This is an optimization exercise on Yosys and OpenROAD, whose aim is small area, not a production implementation. The RTL was checked by simulation tests, not by an equivalence proof against the original design. Power figures rest on the tool's default switching activity, not on a simulated workload.

== job 101 ==
==> flow/design.v (excerpt) <==
module gecko_reg_scoreboard #(
  parameter logic [31:0] REG_RESET_VALUE = 32'h0000_0000,
  parameter bit          ERROR_STICKY    = 1'b1
) (
  input  logic                    clk,
  input  logic                    rst,
  input  logic                    issue_valid,
  output logic                    issue_ready,
  input  logic [4:0]              issue_reg_addr,
  input  logic                    wb_valid,
  input  logic [4:0]              wb_reg_addr,
  input  logic [31:0]             wb_value,
  input  logic [4:0]              rs1_addr,
  input  logic [4:0]              rs2_addr,
  output logic [31:0]             rs1_value,
  output logic [31:0]             rs2_value,
  output logic [32*gecko_reg_scoreboard_pkg::STATUS_W-1:0]  reg_status,
  output logic                    underflow_error
);
Size in the first run: ~2700 cells after synthesis, ~1100 flip-flops, about 190 I/O pins, roughly 43000 sq um of cells after synthesis.
==> module gecko_reg_status_counter, before the edit <==
module gecko_reg_status_counter (
  input  logic rst,
  input  logic up,
  input  logic dn,
  input  logic q1,
  input  logic q0,
  output logic d1,
  output logic d0
);
  assign d1 = rst & ((q1 & q0) | (q1 & ~dn) | (q0 & up));
  assign d0 = rst & ((q0 & ~up & ~dn) | (~q0 & up) | (~q0 & q1 & dn));
endmodule
==> module gecko_reg_scoreboard, before the edit <==
module gecko_reg_scoreboard #(
  parameter logic [31:0] REG_RESET_VALUE = 32'h0000_0000,
  parameter bit          ERROR_STICKY    = 1'b1
) (
  input  logic                    clk,
  input  logic                    rst,
  input  logic                    issue_valid,
  output logic                    issue_ready,
  input  logic [4:0]              issue_reg_addr,
  input  logic                    wb_valid,
  input  logic [4:0]              wb_reg_addr,
  input  logic [31:0]             wb_value,
  input  logic [4:0]              rs1_addr,
  input  logic [4:0]              rs2_addr,
  output logic [31:0]             rs1_value,
  output logic [31:0]             rs2_value,
  output logic [32*gecko_reg_scoreboard_pkg::STATUS_W-1:0]  reg_status,
  output logic                    underflow_error
);
  localparam int unsigned SW = gecko_reg_scoreboard_pkg::STATUS_W;
  logic [31:1]   cnt0, cnt1;         
  logic [31:1]   cnt0_d, cnt1_d;
  logic [31:1]   up, down;
  logic          uf_any;
  logic [31:0]   regs [1:31];
  logic [31:0]   wdata;
  logic [31:1]   wb_dec, wen, is_dec, rs1_dec, rs2_dec;
  logic          issue_fire;
  logic          wb_same;
  for (genvar i = 1; i < 32; i++) begin : g_dec
    assign wb_dec[i]  = wb_valid && (wb_reg_addr == 5'(i));
    assign wen[i]     = wb_dec[i] || !rst;
    assign is_dec[i]  = (issue_reg_addr == 5'(i));
    assign rs1_dec[i] = (rs1_addr == 5'(i));
    assign rs2_dec[i] = (rs2_addr == 5'(i));
  end
  assign wb_same     = wb_valid && (wb_reg_addr == issue_reg_addr);
  assign issue_ready = ((is_dec & cnt1 & cnt0) == '0) || wb_same;
  assign issue_fire  = issue_valid && issue_ready;
  logic fire_up, wb_dn;
  assign fire_up = issue_fire && !wb_same;
  assign wb_dn   = wb_valid && !(issue_fire && (wb_reg_addr == issue_reg_addr));
  for (genvar i = 1; i < 32; i++) begin : g_cnt
    assign up[i]   = fire_up && is_dec[i];
    assign down[i] = wb_dn && (wb_reg_addr == 5'(i));
    gecko_reg_status_counter u_cnt (
      .rst (rst),
      .up  (up[i]),
      .dn  (down[i]),
      .q1  (cnt1[i]),
      .q0  (cnt0[i]),
      .d1  (cnt1_d[i]),
      .d0  (cnt0_d[i])
    );
  end
  assign uf_any = ((down & ~cnt1 & ~cnt0) != '0);
  always_ff @(posedge clk) begin
    cnt0 <= cnt0_d;
    cnt1 <= cnt1_d;
  end
  always_ff @(posedge clk) begin
    if (!rst) begin
      underflow_error <= 1'b0;
    end else if (ERROR_STICKY) begin
      underflow_error <= underflow_error || uf_any;
    end else begin
      underflow_error <= uf_any;
    end
  end
  assign wdata = rst ? wb_value : REG_RESET_VALUE;
  for (genvar i = 1; i < 32; i++) begin : g_reg
    always_ff @(posedge clk) begin
      if (wen[i]) regs[i] <= wdata;
    end
  end
  logic [31:1] col [32];
  for (genvar b = 0; b < 32; b++) begin : g_col
    for (genvar i = 1; i < 32; i++) begin : g_row
      assign col[b][i] = regs[i][b];
    end
    gecko_rd_bit u_rd1 (.sel(rs1_dec), .d(col[b]), .o(rs1_value[b]));
    gecko_rd_bit u_rd2 (.sel(rs2_dec), .d(col[b]), .o(rs2_value[b]));
  end
  always_comb begin
    reg_status = '0;
    for (int unsigned i = 1; i < 32; i++) begin
      reg_status[i*SW +: SW] = {cnt1[i], cnt0[i]};
    end
  end
endmodule
Settings: LEC_CHECK=0, CAP_MARGIN=0, CORE_MARGIN=2, CORE_UTILIZATION=55, SLEW_MARGIN=0, SYNTH_HIERARCHICAL=1; clock period 5.5 ns.
standard.sh (not shown) runs the stock make flow with config.mk's settings and CLKGATE_MAP_FILE= SYNTH_SCRIPT=/design/flow/synth_recipe.tcl, a recipe that flattens the netlist after the stock synthesis.
==> flow/flow/run.sh <==
#!/bin/bash

# The whole ORFS output goes to standard_flow.log; ORFS's own per-step logs
# stay under orfs/logs.
set -o pipefail
export BUFFER_PORTS_ARGS="-buffer_cell sky130_fd_sc_hd__buf_1"
export CTS_ARGS="-sink_clustering_enable -repair_clock_nets -dont_use_dummy_load -buf_list sky130_fd_sc_hd__clkbuf_8 -sink_clustering_size 16 -sink_clustering_max_diameter 80"
bash standard.sh > standard_flow.log 2>&1
Job 101 went all the way through synthesis, placement and routing and the layout is clean on timing, DRC and antenna.
Relative to job 101, the following input files were edited for job 102:
diff --git a/flow/design.v b/flow/design.v
--- a/flow/design.v
+++ b/flow/design.v
@@ -5,18 +5,6 @@
   localparam gecko_reg_status_t GECKO_REG_STATUS_FULL  = '1;
   typedef gecko_reg_status_t gecko_reg_file_status_t [32];
 endpackage
-module gecko_reg_status_counter (
-  input  logic rst,
-  input  logic up,
-  input  logic dn,
-  input  logic q1,
-  input  logic q0,
-  output logic d1,
-  output logic d0
-);
-  assign d1 = rst & ((q1 & q0) | (q1 & ~dn) | (q0 & up));
-  assign d0 = rst & ((q0 & ~up & ~dn) | (~q0 & up) | (~q0 & q1 & dn));
-endmodule
 module gecko_rd_aoi222 (
   input  logic a1, a2, b1, b2, c1, c2,
   output logic y
@@ -74,7 +62,7 @@
   localparam int unsigned SW = gecko_reg_scoreboard_pkg::STATUS_W;
   logic [31:1]   cnt0, cnt1;         
   logic [31:1]   cnt0_d, cnt1_d;
-  logic [31:1]   up, down;
+  logic [31:1]   inc, dec, up, down;
   logic          uf_any;
   logic [31:0]   regs [1:31];
   logic [31:0]   wdata;
@@ -91,23 +79,13 @@
   assign wb_same     = wb_valid && (wb_reg_addr == issue_reg_addr);
   assign issue_ready = ((is_dec & cnt1 & cnt0) == '0) || wb_same;
   assign issue_fire  = issue_valid && issue_ready;
-  logic fire_up, wb_dn;
-  assign fire_up = issue_fire && !wb_same;
-  assign wb_dn   = wb_valid && !(issue_fire && (wb_reg_addr == issue_reg_addr));
-  for (genvar i = 1; i < 32; i++) begin : g_cnt
-    assign up[i]   = fire_up && is_dec[i];
-    assign down[i] = wb_dn && (wb_reg_addr == 5'(i));
-    gecko_reg_status_counter u_cnt (
-      .rst (rst),
-      .up  (up[i]),
-      .dn  (down[i]),
-      .q1  (cnt1[i]),
-      .q0  (cnt0[i]),
-      .d1  (cnt1_d[i]),
-      .d0  (cnt0_d[i])
-    );
-  end
-  assign uf_any = ((down & ~cnt1 & ~cnt0) != '0);
+  assign inc  = {31{issue_fire}} & is_dec;
+  assign dec  = wb_dec;
+  assign up   = inc & ~dec;
+  assign down = dec & ~inc & (cnt1 | cnt0);
+  assign cnt0_d = {31{rst}} & (cnt0 ^ (up | down));
+  assign cnt1_d = {31{rst}} & (cnt1 ^ ((up & cnt0) | (down & ~cnt0)));
+  assign uf_any = ((dec & ~inc & ~cnt1 & ~cnt0) != '0);
   always_ff @(posedge clk) begin
     cnt0 <= cnt0_d;
     cnt1 <= cnt1_d;
==> results.txt <==
Critical path depth: job 102 < job 101. The power consumed by combinational cells of job 101 and that of job 102 are within noise of each other. Wire length of the first global-routing pass went up by a few percent going from job 101 to job 102. Diff job 101 -> job 102 | total placed cells including tap cells | increase of 1.7%. Re global-route met3 utilization: job 102 and job 101 aren't equal, and the lower value belongs to job 102. Post-route standard cell area excluding fillers: job 101 vs job 102 — no meaningful difference. [compare] base=job 101 new=job 102: maximum frequency essentially unchanged; sum of routed wire length over all layers increased 5.8 mm; data arrival time of the critical path essentially unchanged. In the flow results for job 102 and job 101, the number of inserted filler cells in the final layout is larger on job 102. Compared with job 101, in job 102 distinct cell type count after synthesis went up by about 40%; total number of vias increased by 2.5% relative to the old numbers; sequential portion of the cell area saw an increase. On non-clock buffer count in the final layout: between job 102 and job 101, it ends up higher for job 102.

[afterwards: timing with drivers on the ports]
Ports are ideal in the flow. The routed layouts listed here were re-timed in OpenROAD.
Step 1, drivers: a clkbuf_16 drives clk and a buf_2 each remaining input, both assumed.
Step 2 also shifts input and output timing later by t, the mid clock arrival at the registers, as if the neighbouring blocks saw the same clock.
Slacks: ideal ports / drivers / drivers and shift; pairs: ideal ports / drivers.
run | shift t [ns] | setup WS [ns] | hold WS [ns] | worst register clock-pin slew, ns | pins driven straight from the clock port
job 101 | 0.746 | 0.397 / 0.368 / 0.368 | 0.545 / 0.545 / 0.545 | 0.12 / 0.12 | 1
job 102 | 0.766 | 0.410 / 0.374 / 0.374 | 0.530 / 0.530 / 0.530 | 0.11 / 0.11 | 1
After both steps every run listed still meets setup and hold. The setup slack of job 102, which loses most, moves by -0.036 ns with the drivers and by -0.036 ns with both steps.
